This is an optimization exercise on Yosys and OpenROAD, whose aim is a short achievable clock period and few clock cycles, not a production implementation.
Function was checked by simulation only, so behaviour that the tests miss may differ from the original.

// sha256_message_digest_unit
module sha256_message_digest_unit (
    input  logic        clk,
    input  logic        rst_n,
    input  logic        in_valid,
    input  logic [7:0]  in_data_byte,
    input  logic        in_has_byte,
    input  logic        in_last,
    output logic        in_ready,
    output logic        out_valid,
    input  logic        out_ready,
    output logic [63:0] digest_bits_255_192,
    output logic [63:0] digest_bits_191_128,
    output logic [63:0] digest_bits_127_64,
    output logic [63:0] digest_bits_63_0
);
Size in the first run: roughly 26,000 cells after synthesis, about 5,000 flip-flops, roughly 270 I/O pins.
==> flow/config.mk <==
export PLATFORM = sky130hd
export DESIGN_NAME = sha256_message_digest_unit
export DESIGN_NICKNAME = sha256_message_digest_unit
export VERILOG_FILES = /design/flow/design.v
export SDC_FILE = /design/flow/constraint.sdc
export NUM_CORES = 4
export LEC_CHECK = 0
export CAP_MARGIN = 35
export CORE_MARGIN = 2
export CORE_UTILIZATION = 55
export CTS_CLUSTER_DIAMETER = 120
export CTS_CLUSTER_SIZE = 15
export SLEW_MARGIN = 30
==> flow/constraint.sdc <==
create_clock -name core_clock -period 15.0 [get_ports {clk}]
set_input_delay 3.0000 -clock core_clock [delete_from_list [all_inputs] [get_ports {clk}]]
set_output_delay 3.0000 -clock core_clock [all_outputs]
set_load 0.01 [all_outputs]
standard.sh (not shown) runs the stock make flow with config.mk's settings and CLKGATE_MAP_FILE= SYNTH_SCRIPT=/design/flow/synth_recipe.tcl, a recipe that flattens the netlist after the stock synthesis.
==> flow/flow/run.sh <==
#!/bin/bash
# The standard layout (standard.sh: standard synthesis, floorplan, place, cts, route,
# finish) with repair_timing asked to leave 11 ns of setup slack at the 15 ns clock, and one
# step added after placement: each output port's buffer and the flip-flop that alone drives
# it are moved to the port's pin and the placement is legalized again (flow/tweak.tcl)
set -euo pipefail
R=orfs/results/${FLOW_PLATFORM}/sha256_message_digest_unit/base
bash standard.sh SETUP_SLACK_MARGIN=11 place > make_place.log 2>&1
ODB_IN=$R/3_place.odb ODB_OUT=$R/3_place_tweak.odb openroad -no_init -exit flow/tweak.tcl > tweak.log 2>&1
cp $R/3_place_tweak.odb $R/3_place.odb
bash standard.sh SETUP_SLACK_MARGIN=11 finish > make_finish.log 2>&1
==> flow/flow/tweak.tcl <==
# put each output port's buffer, and the flip-flop that alone drives it, at the port's pin
# (clamped into the core), then legalize
read_db $::env(ODB_IN)
set block [ord::get_db_block]
set core [$block getCoreArea]
set cx0 [$core xMin]; set cy0 [$core yMin]; set cx1 [expr {[$core xMax] - 20000}]; set cy1 [expr {[$core yMax] - 5440}]
set moved 0
foreach bterm [$block getBTerms] {
  if {[$bterm getIoType] ne "OUTPUT"} { continue }
  set net [$bterm getNet]
  if {$net eq "NULL"} { continue }
  set buf ""
  foreach it [$net getITerms] { if {[$it isOutputSignal]} { set buf [$it getInst] } }
  if {$buf eq ""} { continue }
  set bb [$bterm getBBox]
  set px [expr {([$bb xMin] + [$bb xMax]) / 2}]
  set py [expr {([$bb yMin] + [$bb yMax]) / 2}]
  set px [expr {max($cx0, min($cx1, $px))}]
  set py [expr {max($cy0, min($cy1, $py))}]
  $buf setLocation $px $py
  set bin ""
  foreach it [$buf getITerms] { if {[$it isInputSignal] && [[$it getNet] getSigType] eq "SIGNAL"} { set bin $it } }
  if {$bin eq ""} { continue }
  set n2 [$bin getNet]
  set drv ""
  set nload 0
  foreach it [$n2 getITerms] { if {[$it isOutputSignal]} { set drv [$it getInst] } else { incr nload } }
  if {$drv eq "" || $nload > 2} { continue }
  if {![[$drv getMaster] isSequential]} { continue }
  $drv setLocation $px $py
  incr moved
}
puts "moved $moved flip-flops with their output buffers to the pins"
detailed_placement
check_placement -verbose
write_db $::env(ODB_OUT)
Testbench counts at the start, summed over its fixed seeds: cycles 33,427.
Next try:
Settings changed: CORE_UTILIZATION 55 to 40.
The new run went through all stages and came out clean.
Final cell count grows by a little under a tenth.
Via count shrinks slightly.
Critical path depth stays the same.
Clock skew grows by 0.010 ns.
Routed wire length grows slightly.
Next try:
Settings changed: CORE_UTILIZATION 40 to 50.
Effect:
- The new run ran to the end with no violations
- count of clock-buffer cells in the layout is lower by 2
- core utilization is higher by 11 points
- cell count is lower by a few percent
- global-route usage is higher by 8.4 points
- design area is lower slightly
- wire length is higher slightly
- sequential cell count is unchanged
- register-to-register slack gains 0.04 ns
- setup slack gains 0.012 ns

* * *

Setup of main:
Another version of the RTL of sha256_message_digest_unit (not shown whole).
Size: ~26,000 cells after synthesis, ~5,000 flip-flops, about 270 I/O pins, roughly 250,000 um2 of cells after synthesis.
// sha256_message_digest_unit
module sha256_message_digest_unit (
    input  logic        clk,
    input  logic        rst_n,
    input  logic        in_valid,
    input  logic [7:0]  in_data_byte,
    input  logic        in_has_byte,
    input  logic        in_last,
    output logic        in_ready,
    output logic        out_valid,
    input  logic        out_ready,
    output logic [63:0] digest_bits_255_192,
    output logic [63:0] digest_bits_191_128,
    output logic [63:0] digest_bits_127_64,
    output logic [63:0] digest_bits_63_0
);
==> flow/config.mk <==
export PLATFORM = sky130hd
export DESIGN_NAME = sha256_message_digest_unit
export DESIGN_NICKNAME = sha256_message_digest_unit
export VERILOG_FILES = /design/flow/design.v
export SDC_FILE = /design/flow/constraint.sdc
export NUM_CORES = 4
export LEC_CHECK = 0
export CAP_MARGIN = 35
export CORE_MARGIN = 2
export CORE_UTILIZATION = 40
export SLEW_MARGIN = 30
==> flow/constraint.sdc <==
create_clock -name core_clock -period 15.0 [get_ports {clk}]
set_input_delay 3.0000 -clock core_clock [delete_from_list [all_inputs] [get_ports {clk}]]
set_output_delay 3.0000 -clock core_clock [all_outputs]
set_load 0.01 [all_outputs]
==> flow/flow/run.sh <==
#!/bin/bash
# standard ORFS layout (the standard.sh: standard synthesis, floorplan, place, cts, route,
# finish) with repair_timing asked to leave 11 ns of setup slack at the 15 ns clock, so that
# the resizer keeps working on the paths the achieved period depends on
set -euo pipefail
bash standard.sh SETUP_SLACK_MARGIN=11 finish > make_finish.log 2>&1
main has completed all stages; timing, DRC and antenna checks passed.
Testbench counts of main, summed over its fixed seeds: cycles 33,427.
--- input diff main..the feature branch ---
==> flow/flow/run.sh <==
#!/bin/bash
# The standard layout (standard.sh: standard synthesis, floorplan, place, cts, route,
# finish) with repair_timing asked to leave 11 ns of setup slack at the 15 ns clock, and one
# step added after placement: each output port's buffer and the flip-flop that alone drives
# it are moved to the port's pin and the placement is legalized again (flow/tweak.tcl)
set -euo pipefail
R=orfs/results/${FLOW_PLATFORM}/sha256_message_digest_unit/base
bash standard.sh SETUP_SLACK_MARGIN=11 place > make_place.log 2>&1
ODB_IN=$R/3_place.odb ODB_OUT=$R/3_place_tweak.odb openroad -no_init -exit flow/tweak.tcl > tweak.log 2>&1
cp $R/3_place_tweak.odb $R/3_place.odb
bash standard.sh SETUP_SLACK_MARGIN=11 finish > make_finish.log 2>&1
==> flow/flow/tweak.tcl (new file) <==
# put each output port's buffer, and the flip-flop that alone drives it, at the port's pin
# (clamped into the core), then legalize
read_db $::env(ODB_IN)
set block [ord::get_db_block]
set core [$block getCoreArea]
set cx0 [$core xMin]; set cy0 [$core yMin]; set cx1 [expr {[$core xMax] - 20000}]; set cy1 [expr {[$core yMax] - 5440}]
set moved 0
foreach bterm [$block getBTerms] {
  if {[$bterm getIoType] ne "OUTPUT"} { continue }
  set net [$bterm getNet]
  if {$net eq "NULL"} { continue }
  set buf ""
  foreach it [$net getITerms] { if {[$it isOutputSignal]} { set buf [$it getInst] } }
  if {$buf eq ""} { continue }
  set bb [$bterm getBBox]
  set px [expr {([$bb xMin] + [$bb xMax]) / 2}]
  set py [expr {([$bb yMin] + [$bb yMax]) / 2}]
  set px [expr {max($cx0, min($cx1, $px))}]
  set py [expr {max($cy0, min($cy1, $py))}]
  $buf setLocation $px $py
  set bin ""
  foreach it [$buf getITerms] { if {[$it isInputSignal] && [[$it getNet] getSigType] eq "SIGNAL"} { set bin $it } }
  if {$bin eq ""} { continue }
  set n2 [$bin getNet]
  set drv ""
  set nload 0
  foreach it [$n2 getITerms] { if {[$it isOutputSignal]} { set drv [$it getInst] } else { incr nload } }
  if {$drv eq "" || $nload != 1} { continue }
  if {![[$drv getMaster] isSequential]} { continue }
  $drv setLocation $px $py
  incr moved
}
puts "moved $moved flip-flops with their output buffers to the pins"
detailed_placement
check_placement -verbose
write_db $::env(ODB_OUT)
## What came out
The feature branch vs main: initial antenna violation count up. Compared with main, in the feature branch number of clock buffers inserted by TritonCTS decreased 2; final setup slack of the worst path increased 0.096 ns; wire length after detailed routing increased 0.57%; worst endpoint data arrival time decreased 0.10 ns; non-clock buffer area fraction after layout essentially unchanged. Master of the slowest instance on the critical path: sky130_fd_sc_hd__dfxtp_1 -> the feature branch, sky130_fd_sc_hd__dfxtp_4 -> main. Changes observed in the feature branch relative to main: cell area ~0 delta; post-route clock period utilization -0.64 points; synthesized cell count ~0 delta; worst-case reg-to-reg path depth -8.

* * *

Another version of the RTL of sha256_message_digest_unit (not shown whole).
Size in the first run: roughly 26000 cells after synthesis, ~4700 flip-flops, about 260000 sq um of cells after synthesis.
// sha256_message_digest_unit
module sha256_message_digest_unit (
    input  logic        clk,
    input  logic        rst_n,
    input  logic        in_valid,
    input  logic [7:0]  in_data_byte,
    input  logic        in_has_byte,
    input  logic        in_last,
    output logic        in_ready,
    output logic        out_valid,
    input  logic        out_ready,
    output logic [63:0] digest_bits_255_192,
    output logic [63:0] digest_bits_191_128,
    output logic [63:0] digest_bits_127_64,
    output logic [63:0] digest_bits_63_0
);
make LEC_CHECK=0 ABC_CLOCK_PERIOD_IN_PS=3000 CAP_MARGIN=20 CORE_MARGIN=2 CORE_UTILIZATION=40 SLEW_MARGIN=20 finish   # period 15.0 ns
run.sh (not shown) runs the stock make flow with config.mk's settings and CLKGATE_MAP_FILE= SYNTH_SCRIPT=/design/flow/synth_recipe.tcl, a recipe that flattens the netlist after the stock synthesis.
Stock flow here: none of the scripts above is used.
Testbench counts at the start, summed over its fixed seeds: cycles 33,394.
Change:
ABC_CLOCK_PERIOD_IN_PS = default   (was 3000)
What happened:
- The new run passed the timing, design-rule and antenna checks
- setup slack stays the same
- via count does not change
- non-clock buffer count stays the same
- die area is unchanged
- cell area stays the same
- routed wire length does not change
- sequential share of layout area stays the same
- cell count does not change
- fmax is unchanged

## port drivers added, routing unchanged
The results above use ideal ports. As a check the final layouts listed here were re-extracted and re-timed, cells and wires unchanged.
Step 1 assumes that a clkbuf_16 drives the clock port and a buf_2 every other input.
Step 2, shift: input delay + t, output delay - t, t = (earliest + latest rising clock arrival at the registers) / 2. This alone moves slack from input paths to output paths.
a / b / c = no drivers / after step 1 / after step 2; a / b = the first two.
run	shift t [ns]	setup slack, ns	worst setup path after step 2	pins driven straight from the clock port
the first run of note 1	1.171	10.466 / 10.332 / 9.913	input to register	1
the second run of note 1	1.200	10.486 / 10.343 / 9.740	input to register	1
the third run of note 1	1.175	10.498 / 10.355 / 9.583	input to register	1
main	1.248	10.283 / 10.134 / 9.573	input to register	1
the feature branch	1.269	10.379 / 10.233 / 9.646	input to register	1
the first run of note 3	1.258	7.795 / 7.795 / 7.795	register to register	1
the second run of note 3	1.258	7.795 / 7.795 / 7.795	register to register	1
After both steps setup and hold are still met in every run listed. The setup slack of the third run of note 1, which loses most, moves by -0.143 ns with the drivers and by -0.915 ns with both steps.
